What follows belongs to an exercise in optimizing a design on an open flow for small area and a short achievable clock period; a production flow would make more cautious choices. RTL that was checked went through simulation tests only; none was proved equivalent to the original. Only the layout flow was run in run 3; the RTL was not checked for function there. No activity file was given, so power comes from the tool's default toggle rates.

$ cat constraint.sdc
create_clock -name core_clock -period 5.5 [get_ports {clk}]
set_input_delay 1.1000 -clock core_clock [delete_from_list [all_inputs] [get_ports {clk}]]
set_output_delay 1.1000 -clock core_clock [all_outputs]
set_load 0.01 [all_outputs]
$ cat standard.sh
#!/bin/bash
# synth_recipe.tcl (not shown) runs the flow's synth.tcl, then flattens the netlist and writes it again
# the make line also repeats each setting of config.mk as NAME=value (left out here)
make -C /OpenROAD-flow-scripts/flow DESIGN_CONFIG=/design/flow/config.mk WORK_HOME=/design/flow/orfs CLKGATE_MAP_FILE= SYNTH_SCRIPT=/design/flow/synth_recipe.tcl "${@:-finish}"
$ cat flow/run.sh
#!/bin/bash
# Layout flow: the standard ORFS flow (standard.sh: its synthesis, floorplan, power grid and
# tap cells unchanged) with two settings it does not expose:
#  - clock tree synthesis clusters up to 30 flip-flops per clkbuf_16 leaf and adds no dummy
#    balancing loads;
#  - every input and output port gets a buf_2 port buffer (the resizer still upsizes the ones
#    on critical paths) instead of the default delay-cell-sized buffer.
# make's full output goes to flow_make.log here; each ORFS step also keeps its own log under
# orfs/logs/.
set -euo pipefail
CTS="-sink_clustering_enable -repair_clock_nets -sink_clustering_size 30"
CTS="$CTS -sink_clustering_max_diameter 60 -buf_list sky130_fd_sc_hd__clkbuf_16 -dont_use_dummy_load"
bash standard.sh "CTS_ARGS=$CTS" "BUFFER_PORTS_ARGS=-buffer_cell sky130_fd_sc_hd__buf_2" finish \
    > flow_make.log 2>&1
$ cat config.mk
export PLATFORM = sky130hd
export DESIGN_NAME = hansen_icache
export DESIGN_NICKNAME = hansen_icache
export VERILOG_FILES = /design/flow/design.v
export SDC_FILE = /design/flow/constraint.sdc
export NUM_CORES = 4
export LEC_CHECK = 0
export CAP_MARGIN = 30
export CORE_MARGIN = 2
export CORE_UTILIZATION = 60
export PLACE_DENSITY = 0.75
export SETUP_SLACK_MARGIN = 1.5
export SLEW_MARGIN = 30
export SYNTH_HIERARCHICAL = 1
export SYNTH_MINIMUM_KEEP_SIZE = 0
$ cat design.v
package hansen_icache_pkg;
    localparam int LINES    = 16;
    localparam int WORDS    = 4;
    localparam int OFFSET_W = 2;
    localparam int INDEX_W  = 4;
    localparam int TAG_W    = 24;
endpackage
module hansen_icache_oai22 (input logic a1, a2, b1, b2, output logic y);
    assign y = !((a1 || a2) && (b1 || b2));
endmodule
module hansen_icache_nand2 (input logic a, b, output logic y);
    assign y = !(a && b);
endmodule
module hansen_icache_nand3 (input logic a, b, c, output logic y);
    assign y = !(a && b && c);
endmodule
module hansen_icache_nand4 (input logic a, b, c, d, output logic y);
    assign y = !(a && b && c && d);
endmodule
module hansen_icache_nor2 (input logic a, b, output logic y);
    assign y = !(a || b);
endmodule
module hansen_icache_xnor2 (input logic a, b, output logic y);
    assign y = !(a ^ b);
endmodule
module hansen_icache_and3 (input logic a, b, c, output logic y);
    assign y = a && b && c;
endmodule
module hansen_icache_dec2 (input logic [1:0] a, output logic [3:0] y);
    assign y = 4'b0001 << a;
endmodule
module hansen_icache_rdbit (
    input  logic [63:0] sel_n,
    input  logic [63:0] d_n,
    output logic        y
);
    logic [31:0] t;    
    logic [15:0] u;    
    logic [3:0]  v;    
    logic [1:0]  w;
    for (genvar k = 0; k < 32; k++) begin : g_t
        hansen_icache_oai22 u_t (.a1(sel_n[2*k]), .a2(d_n[2*k]), .b1(sel_n[2*k+1]), .b2(d_n[2*k+1]),
                                 .y(t[k]));
    end
    for (genvar m = 0; m < 16; m++) begin : g_u
        hansen_icache_nor2 u_u (.a(t[2*m]), .b(t[2*m+1]), .y(u[m]));
    end
    for (genvar n = 0; n < 4; n++) begin : g_v
        hansen_icache_nand4 u_v (.a(u[4*n]), .b(u[4*n+1]), .c(u[4*n+2]), .d(u[4*n+3]), .y(v[n]));
    end
    hansen_icache_nor2 u_w0 (.a(v[0]), .b(v[1]), .y(w[0]));
    hansen_icache_nor2 u_w1 (.a(v[2]), .b(v[3]), .y(w[1]));
    hansen_icache_nand2 u_y (.a(w[0]), .b(w[1]), .y(y));
endmodule
module hansen_icache_tagcmp (
    input  logic [23:0] stored,
    input  logic [23:0] tag,
    input  logic        vsel,
    output logic        y
);
    logic [23:0] eq;
    logic [5:0]  n;
    logic [2:0]  m;
    for (genvar j = 0; j < 24; j++) begin : g_eq
        hansen_icache_xnor2 u_eq (.a(stored[j]), .b(tag[j]), .y(eq[j]));
    end
    for (genvar k = 0; k < 6; k++) begin : g_n
        hansen_icache_nand4 u_n (.a(eq[4*k]), .b(eq[4*k+1]), .c(eq[4*k+2]), .d(eq[4*k+3]), .y(n[k]));
    end
    for (genvar k = 0; k < 3; k++) begin : g_m
        hansen_icache_nor2 u_m (.a(n[2*k]), .b(n[2*k+1]), .y(m[k]));
    end
    hansen_icache_nand4 u_y (.a(m[0]), .b(m[1]), .c(m[2]), .d(vsel), .y(y));
endmodule
module hansen_icache_data (
    input  logic        clk,
    input  logic [3:0]  rd_index,
    input  logic [1:0]  rd_offset,
    input  logic [23:0] rd_tag,
    input  logic [15:0] rd_valid,
    output logic [31:0] rd_data,
    output logic [1:0]  rd_miss,     
    input  logic        wr_en,
    input  logic [3:0]  wr_index,
    input  logic [1:0]  wr_offset,
    input  logic [31:0] wr_data,
    input  logic        tag_we,
    input  logic [23:0] wr_tag
);
    logic [31:0] data_n_mem [64];    
    logic [23:0] tag_mem  [16];
    logic [63:0] word_sel_n [4];
    logic [15:0] vsel, line_hit_n;
    logic [3:0]  q;
    logic [3:0]  dec_w [4], dec_lo [4], dec_hi [4];
    for (genvar c = 0; c < 4; c++) begin : g_dec
        hansen_icache_dec2 u_dec_w  (.a(rd_offset),     .y(dec_w[c]));
        hansen_icache_dec2 u_dec_lo (.a(rd_index[1:0]), .y(dec_lo[c]));
        hansen_icache_dec2 u_dec_hi (.a(rd_index[3:2]), .y(dec_hi[c]));
        for (genvar i = 0; i < 16; i++) begin : g_sel
            for (genvar j = 0; j < 4; j++) begin : g_w
                hansen_icache_nand3 u_wsel (.a(dec_w[c][j]), .b(dec_lo[c][i%4]), .c(dec_hi[c][i/4]),
                                            .y(word_sel_n[c][i*4+j]));
            end
        end
    end
    for (genvar i = 0; i < 16; i++) begin : g_vsel
        hansen_icache_and3 u_vsel (.a(rd_valid[i]), .b(dec_lo[0][i%4]), .c(dec_hi[0][i/4]), .y(vsel[i]));
    end
    for (genvar b = 0; b < 32; b++) begin : g_rd
        logic [63:0] d;
        for (genvar w = 0; w < 64; w++) begin : g_d
            assign d[w] = data_n_mem[w][b];
        end
        hansen_icache_rdbit u_bit (.sel_n(word_sel_n[b/8]), .d_n(d), .y(rd_data[b]));
    end
    for (genvar i = 0; i < 16; i++) begin : g_tag
        hansen_icache_tagcmp u_cmp (.stored(tag_mem[i]), .tag(rd_tag), .vsel(vsel[i]), .y(line_hit_n[i]));
    end
    for (genvar k = 0; k < 4; k++) begin : g_q
        hansen_icache_nand4 u_q (.a(line_hit_n[4*k]), .b(line_hit_n[4*k+1]), .c(line_hit_n[4*k+2]),
                                 .d(line_hit_n[4*k+3]), .y(q[k]));
    end
    hansen_icache_nor2 u_miss0 (.a(q[0]), .b(q[1]), .y(rd_miss[0]));
    hansen_icache_nor2 u_miss1 (.a(q[2]), .b(q[3]), .y(rd_miss[1]));
    always_ff @(posedge clk) begin
        for (int i = 0; i < 16; i++) begin
            for (int j = 0; j < 4; j++)
                if (wr_en && wr_index == 4'(i) && wr_offset == 2'(j))
                    data_n_mem[i*4+j] <= ~wr_data;
            if (tag_we && wr_index == 4'(i))
                tag_mem[i] <= wr_tag;
        end
    end
endmodule
module hansen_icache #(
    parameter int LINES      = 16,
    parameter int WORDS      = 4,
    parameter int MISS_CNT_W = 16
) (
    input  logic                  clk,
    input  logic                  reset_n,
    input  logic [31:0]           cpu_addr,
    output logic [31:0]           cpu_rdata,
    output logic                  cpu_hit,
    output logic                  cpu_stall,
    input  logic                  flush,
    output logic                  mem_req,
    output logic [31:0]           mem_addr,
    input  logic                  mem_ack,
    input  logic                  mem_rvalid,
    input  logic [31:0]           mem_rdata,
    output logic [MISS_CNT_W-1:0] miss_count
);
    logic        busy;
    logic [15:0] valid;
    logic [1:0]  beat;
    logic        flush_pending;
    logic [27:0] line_addr;
    logic [3:0]  fill_index;
    logic [1:0]  line_miss;
    logic        start_miss, filling, beat_wr, last_beat;
    logic [1:0]  unused_addr_bits;
    assign unused_addr_bits = cpu_addr[1:0];
    assign mem_addr   = {line_addr, 4'b0000};
    assign fill_index = line_addr[3:0];
    assign cpu_hit    = !(busy || (line_miss[0] && line_miss[1]));
    assign cpu_stall  = !cpu_hit;
    assign start_miss = !busy && line_miss[0] && line_miss[1] && !flush;
    assign filling    = busy && !mem_req;
    assign beat_wr    = filling && mem_rvalid;
    assign last_beat  = beat_wr && (beat == 2'd3);
    hansen_icache_data u_data (
        .clk       (clk),
        .rd_index  (cpu_addr[7:4]),
        .rd_offset (cpu_addr[3:2]),
        .rd_tag    (cpu_addr[31:8]),
        .rd_valid  (valid),
        .rd_data   (cpu_rdata),
        .rd_miss   (line_miss),
        .wr_en     (beat_wr),
        .wr_index  (fill_index),
        .wr_offset (beat),
        .wr_data   (mem_rdata),
        .tag_we    (last_beat),
        .wr_tag    (line_addr[27:4])
    );
    always_ff @(posedge clk or negedge reset_n) begin
        if (!reset_n) begin
            busy          <= 1'b0;
            valid         <= '0;
            mem_req       <= 1'b0;
            line_addr     <= '0;
            beat          <= '0;
            miss_count    <= '0;
            flush_pending <= 1'b0;
        end else begin
            if (start_miss) begin
                busy      <= 1'b1;
                mem_req   <= 1'b1;
                line_addr <= cpu_addr[31:4];
                if (miss_count != '1)
                    miss_count <= miss_count + MISS_CNT_W'(1);
            end
            if (mem_req && mem_ack) begin
                mem_req <= 1'b0;
                beat    <= '0;
            end
            if (beat_wr)
                beat <= beat + 2'd1;
            if (last_beat) begin
                busy              <= 1'b0;
                valid[fill_index] <= !flush_pending;
                flush_pending     <= 1'b0;
            end
            if (flush)
                valid <= '0;
            if (flush && busy && !last_beat)
                flush_pending <= 1'b1;
        end
    end
endmodule
==> results of run 1 <==
## cells by family after synthesis
| kind of cell | Yosys count |
|---|---|
| XOR/XNOR | 393 |
| AO/OA/AOI/OAI | 1072 |
| AND/OR/NAND/NOR | 1513 |
| buffers and inverters | 73 |
| flip-flops | 2497 |
| adder cells (fa/ha/maj) | 6 |
| multiplexers | 9 |
| other | 1 |
## modules after synthesis, one instance, submodules excluded, excerpt
module,copies in the design,cell area (µm²),cells
hansen_icache_dec2,12,26.28,4
hansen_icache_xnor2,384,8.758,1
hansen_icache_and3,16,6.256,1
hansen_icache_nand4,244,6.256,1
hansen_icache_data,1,73750,2583
hansen_icache_nand3,256,5.005,1
hansen_icache_oai22,1024,6.256,1
hansen_icache,1,3271,351
hansen_icache_nand2,32,3.754,1
hansen_icache_nor2,626,3.754,1
## path summary, 6_finish.rpt
| check | end | cells past startpoint | slack [ns] | startpoint |
|---|---|---|---|---|
| worst min-delay path | line_addr[23] | 1 | 0.29 | reset_n |
| min in group core_clock | miss_count[4] | 1 | 0.51 | miss_count[4] |
| worst min register to register | miss_count[4] | 1 | 0.51 | miss_count[4] |
| max in group asynchronous | line_addr[15] | 1 | 4.62 | reset_n |
| worst max-delay path | cpu_rdata[4] | 12 | 1.23 | cpu_addr[2] |
| worst max register to register | u_data.data_n_mem[44][12] | 6 | 1.97 | mem_req |
## layer usage
metal  track usage  vias to the layer above  part of all wire
met5             0                        -           0.00022
met4        0.1551                        8             0.057
met3       0.06130                      662              0.12
met2        0.5027                     3988              0.48
met1        0.4061                    28183              0.34
li1              -                    23431                 -
## what timing repair did
item	in CTS	in global routing
pin swaps	141	100
endpoints found under the setup margin	34	34
setup buffers	77	45
gates resized for setup	668	131
cloned	22	6
## synth_stat cells, drive strengths merged (2+ instances only)
master	number
a32o	2
o2bb2ai	7
dfrtp	65
and3	21
ha	6
or3	3
a221oi	2
nand4	255
xnor2	385
o22ai	1024
nand2b	8
and2b	12
nor3	14
edfxtp	2432
or3b	3
nand2	130
clkbuf	15
nand3	274
nand4b	5
nand3b	5
a21oi	15
or4b	5
nor4	2
nor2	732
and2	15
inv	46
and4	2
xor2	8
a32oi	2
nor4b	3
o21ai	7
mux2	6
o32ai	3
a311oi	2
mux2i	3
buf	12
nor2b	14
nand4bb	6
## stage by stage
stage               utilization  instances
finish                   0.6937       8168
global placement         0.6332       7865
detailed placement       0.6354       7876
CTS                      0.6851       8111
global route             0.6937       8165
floorplan                     -       5567
## area by class of cell
cell class              instances  area [µm²]
repair buffers                434        4254
fillers                      9276       47020
well taps                    2044        2557
multi-input cells            3008       21380
diodes                          3       7.507
inverters                      46       235.2
flip-flops and latches       2497       74660
clock buffers                 136        3403
## worst register-to-register path, cell delays in order (launching register included)
cell      delay [ns]
dfrtp_1         0.52
nand3b_1        0.34
inv_1           0.21
nand3b_1        0.52
buf_4           0.39
nor2_4          0.71
buf_4           0.50
## flip-flops by register name, summed over array words and instances (netlist names)
signal,flops
busy,1
mem_req,1
flush_pending,1
miss_count,16
u_data.data_n_mem,2048
valid,16
beat,2
u_data.tag_mem,384
line_addr,28
## power breakdown
| group | switching (µW) | internal (µW) |
|---|---|---|
| registers | 660 | 21900 |
| clock network | 5490 | 4400 |
| logic | 2470 | 932 |
==> flow_metrics.env, run 1 <==
export IMPL_status="complete, no violations"
export IMPL_hpwl_um=149200
export IMPL_insertion_delay_ns=0.83
export IMPL_post_route_min_period_ns=4.271
export IMPL_fin_tns_setup_ns=0
export IMPL_startpoint_type="input pin"
export IMPL_final_common_cell="edfxtp_1"
export IMPL_synth_cells=5564
export IMPL_core_area_um2=153500
export IMPL_synth_top_family_by_area="simple AND/OR/NAND/NOR gates"
export IMPL_ir_worst_vdd_uv=340.3
export IMPL_slowest_stage="nor2_1"
export IMPL_drv_cap=0
export IMPL_max_clock_path_buffers=3
export IMPL_grt_pass1_wl_um=354400
export IMPL_cp_end_kind="output pin"
export IMPL_avgSynthCellArea_um2=16.62
export IMPL_grt_pass1_vias=53373
export IMPL_rows=144
export IMPL_drt_iter0_markers=7773
export IMPL_yosysSeqAreaShare=0.8072
export IMPL_max_slew_worst_pin_slew_ns=1.048
export IMPL_synth_compound_area_frac=0.07299
export IMPL_die_x_um=396.6
export IMPL_die_h_um=396.6
export IMPL_design_die_area_um2=157300
export IMPL_synth_edff_count=2432
export IMPL_fmax_mhz=234.1
export IMPL_syn_area_um2=92490
export IMPL_clockRootBuffer="clkbuf_16"
export IMPL_critPathTopFamily="simple AND/OR/NAND/NOR gates"
export IMPL_grt_overflow_total=0
export IMPL_clk_pin_slew_ns=0.09
export IMPL_finalMaxSlewViolations=0
export IMPL_vias=56272
export IMPL_vias_per_cell=6.889
export IMPL_synth_fa_ha_area_frac=0.0008117
export IMPL_synth_distinct_cells=64
export IMPL_synth_area_top_cells="edfxtp_1 79%, o22ai_1 6.9%, xnor2_1 3.6%"
export IMPL_wl_per_cell_um=30.80
export IMPL_setup_ws_ns=1.229
export IMPL_crit_path_cell_trace="buf_12, buf_16, nor2b_1, clkbuf_16, buf_4, nand3_4, o22ai_1, nor2_1, nand4_1, nor2_1, nand2_1, buf_2"
export IMPL_synth_simple_gate_area_share=0.07715
export IMPL_globalplace_congestion=0.9037
export IMPL_max_slew_margin=0.2998
export IMPL_hold_viol_final=0
export IMPL_drc=0
export IMPL_path_class="input pin to output pin"
export IMPL_hp_class="input pin to async pin"
export IMPL_start_util=0.6025
export IMPL_synthArstFlopShare=0.02603
export IMPL_synth_top_cell_area_share=0.7896
export IMPL_synth_xor_area_frac=0.03730
export IMPL_totalWireLength_um=251600
export IMPL_clock_sinks=2497
export IMPL_hold_buffers=0
export IMPL_ioPinCount=152
export IMPL_power_uw=35860
export IMPL_first_pass_iters=7
export IMPL_synth_ff_type="edfxtp_1"
export IMPL_yosys_warnings=16
export IMPL_pre_cts_ws_ns=0.3590
export IMPL_muxShareOfSynthArea=0.001055
export IMPL_synth_top_area_cell="edfxtp_1"
export IMPL_antenna_found_initial=7
export IMPL_cts_tree="yes"
export IMPL_rsz0062_at_grt="true"
export IMPL_timing_final_crit_share=0.7766
export IMPL_power_density_nw_per_um2=336.7
export IMPL_final_design_area_no_fill_um2=106500
export IMPL_cpMostUsedCell="nor2_1"
export IMPL_final_cell_mix="2,432 x edfxtp_1, 942 x o22ai_1, 560 x nor2_1, 384 x xnor2_1, 253 x nand4_1"
export IMPL_cp_max_fo=15
export IMPL_setup_viol=0
export IMPL_fin_nets=6198
export IMPL_portBuffers=145
export IMPL_drive_gt1_frac=0.1944
export IMPL_antenna_left=0
export IMPL_grt_max_degree=66
export IMPL_synth_seq_cells=2497
export IMPL_skew_ns=0.1175
export IMPL_area_delta_synth_final_pct=15.14
export IMPL_required_ns=4.40
export IMPL_cp_num_buf_inv=5
export IMPL_fin_hold_ws_ns=0.2891
export IMPL_cts_buffers=136
export IMPL_crit_path_max_incr_delay_ns=0.28
export IMPL_place_area_um2=97530
export IMPL_htree_levels=4
export IMPL_leakagePower_uw=0.03221
export IMPL_grtUsageTotal=0.3106
export IMPL_worstPathArrival_ns=3.17
==> run 2, diff against run 1 <==
--- a/config.mk
+++ b/config.mk
@@ -10,5 +10,5 @@
 export CORE_UTILIZATION = 60
 export PLACE_DENSITY = 0.75
-export SETUP_SLACK_MARGIN = 1.5
+export SETUP_SLACK_MARGIN = 2.0
 export SLEW_MARGIN = 30
 export SYNTH_HIERARCHICAL = 1
==> run 2 against run 1 <==
Count of clock-buffer cells in the layout is 2 lower. Via count grew 0.61%. Critical path depth down 2. Critical endpoint is now cpu_rdata[24]. First-iteration DRC count is 6.8% higher. Global-route usage down 0.60 points. Hold slack got worse by 0.047 ns. Flip-flop and latch count unchanged.
==> flow_metrics.env, run 2 <==
export IMPL_timing_final_crit_share=0.7571
export IMPL_max_slew_worst_pin_slew_ns=1.051
export IMPL_n_fill_cell=9308
export IMPL_grt_pass1_wl_um=346800
export IMPL_r2r_start="beat[0]"
export IMPL_max_clock_path_buffers=3
export IMPL_design_die_area_um2=157300
export IMPL_clock_sinks=2497
export IMPL_drive_gt1_frac=0.2092
export IMPL_syn_area_um2=92490
export IMPL_placed_cells=7892
export IMPL_antenna_left=0
export IMPL_required_ns=4.40
export IMPL_clockRootBuffer="clkbuf_16"
export IMPL_fin_nets=6229
export IMPL_regMostFlops="u_data.data_n_mem"
export IMPL_portBuffers=145
export IMPL_critPathTopFamily="simple AND/OR/NAND/NOR gates"
export IMPL_antenna_found_initial=6
export IMPL_drv_cap=0
export IMPL_cp_max_fo=8
export IMPL_die_x_um=396.6
export IMPL_pre_cts_ws_ns=0.5177
export IMPL_cts_buffers=134
export IMPL_grtUsageTotal=0.3046
export IMPL_core_area_um2=153500
export IMPL_yosysMostFrequentCell="edfxtp_1"
export IMPL_max_slew_margin=0.2975
export IMPL_area_delta_synth_final_pct=15.91
export IMPL_synthArstFlopShare=0.02603
export IMPL_insertion_delay_ns=0.83
export IMPL_synth_common_cells="2,432 x edfxtp_1, 1,024 x o22ai_1, 732 x nor2_1, 384 x xnor2_1, 274 x nand3_1"
export IMPL_final_cell_mix="2,432 x edfxtp_1, 908 x o22ai_1, 539 x nor2_1, 384 x xnor2_1, 253 x nand4_1"
export IMPL_fmax_mhz=240.1
export IMPL_power_frac_clock=0.275
export IMPL_grt_pass1_vias=52206
export IMPL_met1_usage=0.4155
export IMPL_first_pass_iters=8
export IMPL_yosysSeqAreaShare=0.8072
export IMPL_leakagePower_uw=0.03248
export IMPL_largest_register_ffs=2048
export IMPL_htree_levels=4
export IMPL_power_density_nw_per_um2=334.2
export IMPL_rows=144
export IMPL_setup_viol=0
export IMPL_drc=0
export IMPL_ir_worst_vdd_uv=330.8
export IMPL_ioPinCount=152
export IMPL_crit_path_max_incr_delay_ns=0.28
export IMPL_cp_num_buf_inv=3
export IMPL_slowest_stage="nor2_2"
export IMPL_drt_iter0_markers=8301
export IMPL_avgSynthCellArea_um2=16.62
export IMPL_synth_top_cell_area_share=0.7896
export IMPL_clk_pin_slew_ns=0.08
export IMPL_fin_tns_setup_ns=0
export IMPL_worstPathArrival_ns=3.06
export IMPL_p_switching_uw=8632
export IMPL_wl_per_cell_um=30.84
export IMPL_switching_share=0.2410
export IMPL_place_area_um2=97680
export IMPL_grt_overflow_total=0
export IMPL_finalMaxSlewViolations=0
export IMPL_synth_distinct_cells=64
export IMPL_setup_ws_ns=1.336
export IMPL_critPathLaunch="cpu_addr[7]"
export IMPL_comb_power_share=0.098
export IMPL_crit_path_cell_trace="buf_16, buf_4, and2_4, nand3_4, o22ai_1, nor2_1, nand4_1, nor2_2, nand2_1, buf_2"
export IMPL_synth_ff_type="edfxtp_1"
export IMPL_synth_top_area_cell="edfxtp_1"
export IMPL_final_design_area_no_fill_um2=107200
export IMPL_status="complete, no violations"
export IMPL_use_met2=0.4787
export IMPL_synth_edff_count=2432
export IMPL_grt_max_degree=65
export IMPL_post_route_min_period_ns=4.164
export IMPL_rsz0062_at_grt="true"
export IMPL_hold_viol_final=0
export IMPL_globalplace_congestion=0.9009
export IMPL_cp_end_kind="output pin"
export IMPL_vias=56613
export IMPL_start_util=0.6025
export IMPL_grt_use_met3=0.06278
export IMPL_grt_busiest_layer="met2"
export IMPL_hp_class="input pin to async pin"
export IMPL_internal_power_uw=27190
export IMPL_die_h_um=396.6
export IMPL_synth_area_top_cells="edfxtp_1 79%, o22ai_1 6.9%, xnor2_1 3.6%"
export IMPL_pwr_share_seq=0.628
export IMPL_synth_cells=5564
export IMPL_path_class="input pin to output pin"
export IMPL_synth_seq_cells=2497
export IMPL_skew_ns=0.1025
export IMPL_final_common_cell="edfxtp_1"
export IMPL_vias_per_cell=6.902
export IMPL_startpoint_type="input pin"
export IMPL_yosys_warnings=16
export IMPL_stdcell_count=8202
export IMPL_totalWireLength_um=252900
export IMPL_hpwl_um=143900
export IMPL_top_regs="u_data.data_n_mem: 2048 flops, u_data.tag_mem: 384 flops, line_addr: 28 flops"
export IMPL_cts_tree="yes"
## run 2: cell counts after synthesis
No cell type changed its count.
## run 2: per-module statistics from Yosys, one instance, submodules excluded, excerpt
module,copies in the design,cell area (µm²),cells inside,flops+latches
hansen_icache_data,1,73750,2583,2432
hansen_icache,1,3271,351,65
hansen_icache_dec2,12,26.28,4,0
hansen_icache_xnor2,384,8.758,1,0
hansen_icache_and3,16,6.256,1,0
hansen_icache_nand4,244,6.256,1,0
hansen_icache_oai22,1024,6.256,1,0
hansen_icache_nand3,256,5.005,1,0
hansen_icache_nand2,32,3.754,1,0
hansen_icache_nor2,626,3.754,1,0
## run 2: final cells by class
type | instances | area (µm²) | area share
diodes | 6 | 15.01 | 0.0001401
inverters | 46 | 225.2 | 0.002101
flip-flops and latches | 2497 | 74660 | 0.6964
multi-input cells | 3020 | 21930 | 0.2045
clock buffers | 134 | 3353 | 0.03128
repair buffers | 455 | 4469 | 0.04169
well taps | 2044 | 2557 | 0.02386
## run 2: repair_timing
item	in CTS	in global routing
pin swaps	108	163
gates resized for setup	561	275
hold buffers	0	0
setup buffers	69	59
gates cloned	21	15
endpoints found under the setup margin	72	37
## run 2: per-layer routing
metal | share of wire | vias up
li1 | - | 23481
met1 | 0.35 | 28185
met2 | 0.46 | 4206
met3 | 0.13 | 739
met4 | 0.060 | 2
met5 | 0.000063 | -
## run 2: worst register-to-register path, delay by kind of cell, from the launching register on
kind	cells	cell delay, ns
flip-flops	1	0.82
adder cells (fa/ha/maj)	1	0.32
buffers and inverters	2	0.64
AND/OR/NAND/NOR	3	1.46
## run 2: power by group through the flow
stage          logic [µW]  clock network (µW)  registers, µW
2_1_floorplan        1350                   0          22800
3_3_place_gp         2870                   0          22900
3_5_place_dp         2980                   0          22900
4_1_cts              3260                9820          22500
5_1_grt              3650               10400          22500
6_report             3500                9840          22500
## run 2: final timing paths
kind | end | slack, ns | cells after the start
hold reg to reg | miss_count[11] | 0.51 | 1
hold / removal | line_addr[6] | 0.24 | 1
setup reg to reg | u_data.tag_mem[12][7] | 1.95 | 6
max in group asynchronous | valid[1] | 4.61 | 2
min in group core_clock | miss_count[11] | 0.51 | 1
setup / recovery | cpu_rdata[24] | 1.34 | 10
## run 2: kinds of logic (layout without fill, tap and decap cells)
| logic type | after synthesis | after routing | share of synthesized area |
|---|---|---|---|
| buffers and inverters | 73 | 635 | 0.003436 |
| other | 1 | 10 | 0.00004055 |
| AO/OA/AOI/OAI | 1072 | 1072 | 0.07299 |
| XOR/XNOR | 393 | 393 | 0.03730 |
| flip-flops | 2497 | 2497 | 0.8072 |
| adder cells (fa/ha/maj) | 6 | 6 | 0.0008117 |
| multiplexers | 9 | 9 | 0.001055 |
| AND/OR/NAND/NOR | 1513 | 1536 | 0.07715 |
## run 2: through the flow
stage          power, µW  hold WS [ns]    util
2_1_floorplan      24110        0.4813       -
6_report           35820        0.2419  0.6984
5_1_grt            36620        0.2422  0.6983
4_1_cts            35540        0.2229  0.6826
3_5_place_dp       25860        0.5013  0.6364
3_3_place_gp       25720        0.4967  0.6347
==> run 3, diff against run 2 <==
--- a/design.v
+++ b/design.v
@@ -90,9 +90,9 @@
     logic [31:0] data_n_mem [64];    
     logic [23:0] tag_mem  [16];
-    logic [63:0] word_sel_n [4];
+    logic [63:0] word_sel_n [2];
     logic [15:0] vsel, line_hit_n;
     logic [3:0]  q;
-    logic [3:0]  dec_w [4], dec_lo [4], dec_hi [4];
-    for (genvar c = 0; c < 4; c++) begin : g_dec
+    logic [3:0]  dec_w [2], dec_lo [2], dec_hi [2];
+    for (genvar c = 0; c < 2; c++) begin : g_dec
         hansen_icache_dec2 u_dec_w  (.a(rd_offset),     .y(dec_w[c]));
         hansen_icache_dec2 u_dec_lo (.a(rd_index[1:0]), .y(dec_lo[c]));
@@ -113,5 +113,5 @@
             assign d[w] = data_n_mem[w][b];
         end
-        hansen_icache_rdbit u_bit (.sel_n(word_sel_n[b/8]), .d_n(d), .y(rd_data[b]));
+        hansen_icache_rdbit u_bit (.sel_n(word_sel_n[b/16]), .d_n(d), .y(rd_data[b]));
     end
     for (genvar i = 0; i < 16; i++) begin : g_tag
==> run 3 against run 2 <==
Still clean. Via count is 0.13% higher. Clock skew up 0.0042 ns. Combinational power shrank 7.4%. Critical path type unchanged. Largest cell class unchanged. Largest power group unchanged.
==> flow_metrics.env, run 3 <==
export IMPL_cts_tree="yes"
export IMPL_setup_viol=0
export IMPL_required_ns=4.40
export IMPL_crit_path_cell_trace="buf_16, buf_12, nor2_4, buf_12, buf_6, nand3_4, buf_4, o22ai_1, nor2_1, nand4_1, nor2_2, nand2_2, buf_6"
export IMPL_synth_edff_count=2432
export IMPL_finalMaxSlewViolations=0
export IMPL_status="complete, no violations"
export IMPL_clockRootBuffer="clkbuf_16"
export IMPL_wl_per_cell_um=31.36
export IMPL_largest_register_ffs=2048
export IMPL_grt_pass1_wl_um=347900
export IMPL_startpoint_type="input pin"
export IMPL_drt_iter0_markers=7881
export IMPL_drive_gt1_frac=0.2186
export IMPL_cts_buffers=132
export IMPL_fin_nets=6266
export IMPL_max_clock_path_buffers=3
export IMPL_syn_area_um2=91640
export IMPL_top_regs="u_data.data_n_mem: 2048 flops, u_data.tag_mem: 384 flops, line_addr: 28 flops"
export IMPL_post_route_min_period_ns=4.504
export IMPL_fmax_mhz=222.0
export IMPL_hold_viol_final=0
export IMPL_vias=56684
export IMPL_antenna_found_initial=8
export IMPL_die_h_um=394.8
export IMPL_synth_distinct_cells=62
export IMPL_insertion_delay_ns=0.82
export IMPL_clk_pin_slew_ns=0.09
export IMPL_htree_levels=4
export IMPL_yosysSeqAreaShare=0.8147
export IMPL_grt_max_degree=66
export IMPL_totalWireLength_um=257900
export IMPL_clock_sinks=2497
export IMPL_n_fill_cell=8919
export IMPL_drc=0
export IMPL_fin_tns_setup_ns=0
export IMPL_power_uw=35680
export IMPL_power_density_nw_per_um2=331.8
export IMPL_start_util=0.6040
export IMPL_timing_final_crit_share=0.8189
export IMPL_grt_pass1_vias=52562
export IMPL_final_common_cell="edfxtp_1"
export IMPL_hold_buffers=0
export IMPL_rows=143
export IMPL_pre_cts_ws_ns=0.5749
export IMPL_grtUsageTotal=0.3060
export IMPL_skew_ns=0.1068
export IMPL_synth_cells=5400
export IMPL_hpwl_um=138300
export IMPL_rsz0062_at_grt="true"
export IMPL_synth_top_cell_area_share=0.7969
export IMPL_area_delta_synth_final_pct=17.34
export IMPL_yosys_warnings=16
export IMPL_grt_overflow_total=0
export IMPL_yosysMostFrequentCell="edfxtp_1"
export IMPL_ir_worst_vdd_uv=258.3
export IMPL_worstPathArrival_ns=3.40
export IMPL_core_area_um2=151700
export IMPL_cp_end_kind="output pin"
export IMPL_multiInputGateArea_um2=20390
export IMPL_max_slew_worst_pin_slew_ns=1.001
export IMPL_synth_ff_type="edfxtp_1"
export IMPL_regMostFlops="u_data.data_n_mem"
export IMPL_globalplace_congestion=0.9075
export IMPL_synth_area_top_cells="edfxtp_1 80%, o22ai_1 7.0%, xnor2_1 3.7%"
export IMPL_slowest_stage="nor2_1"
export IMPL_path_class="input pin to output pin"
export IMPL_synth_seq_cells=2497
export IMPL_design_die_area_um2=155900
export IMPL_portBuffers=145
export IMPL_drv_cap=0
export IMPL_synth_common_cells="2,432 x edfxtp_1, 1,026 x o22ai_1, 721 x nor2_1, 387 x xnor2_1, 253 x nand4_1"
export IMPL_seqCellArea_um2=74660
export IMPL_ioPinCount=152
export IMPL_cp_max_fo=7
export IMPL_hp_class="input pin to async pin"
export IMPL_first_pass_iters=12
export IMPL_leakagePower_uw=0.03331
export IMPL_antenna_left=0
export IMPL_setup_ws_ns=0.9961
export IMPL_die_x_um=394.8
export IMPL_avgSynthCellArea_um2=16.97
export IMPL_synthArstFlopShare=0.02603
export IMPL_final_cell_mix="2,432 x edfxtp_1, 953 x o22ai_1, 474 x nor2_1, 387 x xnor2_1, 316 x buf_4"
export IMPL_vias_per_cell=6.894
export IMPL_synth_top_area_cell="edfxtp_1"
export IMPL_max_slew_margin=0.3304
export IMPL_crit_path_max_incr_delay_ns=0.44
run 3: where the power goes:
group	internal, µW	switching, µW
clock network	4280	5520
registers	21900	741
logic	937	2310
run 3: modules after synthesis (local to each module, per instance), excerpt:
module,cells inside,times used,area (µm²),flops+latches
hansen_icache_nor2,1,626,3.754,0
hansen_icache,339,1,3221,65
hansen_icache_dec2,4,6,26.28,0
hansen_icache_data,2583,1,73750,2432
hansen_icache_oai22,1,1024,6.256,0
hansen_icache_xnor2,1,384,8.758,0
hansen_icache_nand4,1,244,6.256,0
run 3: per-stage QoR:
stage                     hold WS, ns  utilization  area (µm²)  std cells
after global routing           0.2852       0.7087      107500       8220
after floorplan                0.4813            -       92140       5403
after detailed placement       0.4980       0.6434       97620       7754
final                          0.2498       0.7087      107500       8222
after CTS                      0.3928       0.6898      104700       8073
after global placement         0.4854       0.6403       97140       7739
run 3: worst paths after layout:
path | start | end | slack [ns] | cells past startpoint
max | cpu_addr[6] | cpu_rdata[23] | 1.0 | 13
min | reset_n | line_addr[23] | 0.25 | 1
max reg2reg | line_addr[2] | u_data.data_n_mem[19][23] | 2.05 | 3
min reg2reg | miss_count[7] | miss_count[7] | 0.50 | 1
max in group asynchronous | reset_n | miss_count[9] | 4.60 | 1
min in group core_clock | miss_count[7] | miss_count[7] | 0.50 | 1
run 3: cell type report:
cell class | instances | area share
diodes | 3 | 0.00006981
clock buffers | 132 | 0.03072
inverters | 40 | 0.002001
multi-input cells | 2875 | 0.1896
flip-flops and latches | 2497 | 0.6943
well taps | 2030 | 0.02362
repair buffers | 645 | 0.05969
run 3: metal layers:
layer	wire length, µm	vias up	global-route usage
li1	-	23292	-
met1	87710	28214	0.4072
met2	121500	4310	0.4922
met3	31290	858	0.05446
met4	17270	10	0.1536
met5	59	-	0
run 3: cell families after synthesis:
logic type,count (synthesis),share of synthesized area
DFF,2497,0.8147
other,1,0.00004092
xor gates and xnor gates,396,0.03785
muxes,7,0.0008056
and+or+nand+nor,1355,0.06917
AOI/OAI and AO/OA,1067,0.07313
buffers and inverters,71,0.003495
adders and majority gates,6,0.0008192
run 3: worst max-delay path, delay by kind of cell:
kind	cells	cell delay, ns
buffers and inverters	6	0.83
AND/OR/NAND/NOR	6	1.41
AO/OA/AOI/OAI	1	0.06
run 3: timing repair:
action	CTS	global route
pin swaps	155	196
endpoints found under the hold margin	0	0
endpoints found under the setup margin	37	121
buffers inserted	147	113
resized for setup	482	293
gates cloned	40	31

[re-timing with driven ports]
Ports are ideal in the flow. The routed layouts listed here were re-timed in OpenROAD. Step 1: set_driving_cell puts a clkbuf_16 on clk and a buf_2 on each other input, an assumption about the parent block. Step 2 also shifts input and output timing later by t, the mid clock arrival at the registers, as if the neighbouring blocks saw the same clock. Slacks: no drivers / after step 1 / after step 2; pairs: no drivers / after step 1.
run | shift t [ns] | setup slack, ns | worst register clock-pin slew, ns
run 1 | 0.856 | 1.229 / 1.086 / 1.086 | 0.12 / 0.12
run 2 | 0.863 | 1.336 / 1.049 / 1.049 | 0.11 / 0.11
run 3 | 0.848 | 0.996 / 0.782 / 0.782 | 0.11 / 0.11
After both steps setup and hold are still met in every run listed. For run 2, which loses most, drivers alone change the setup slack by -0.287 ns; drivers and shift together by -0.287 ns.
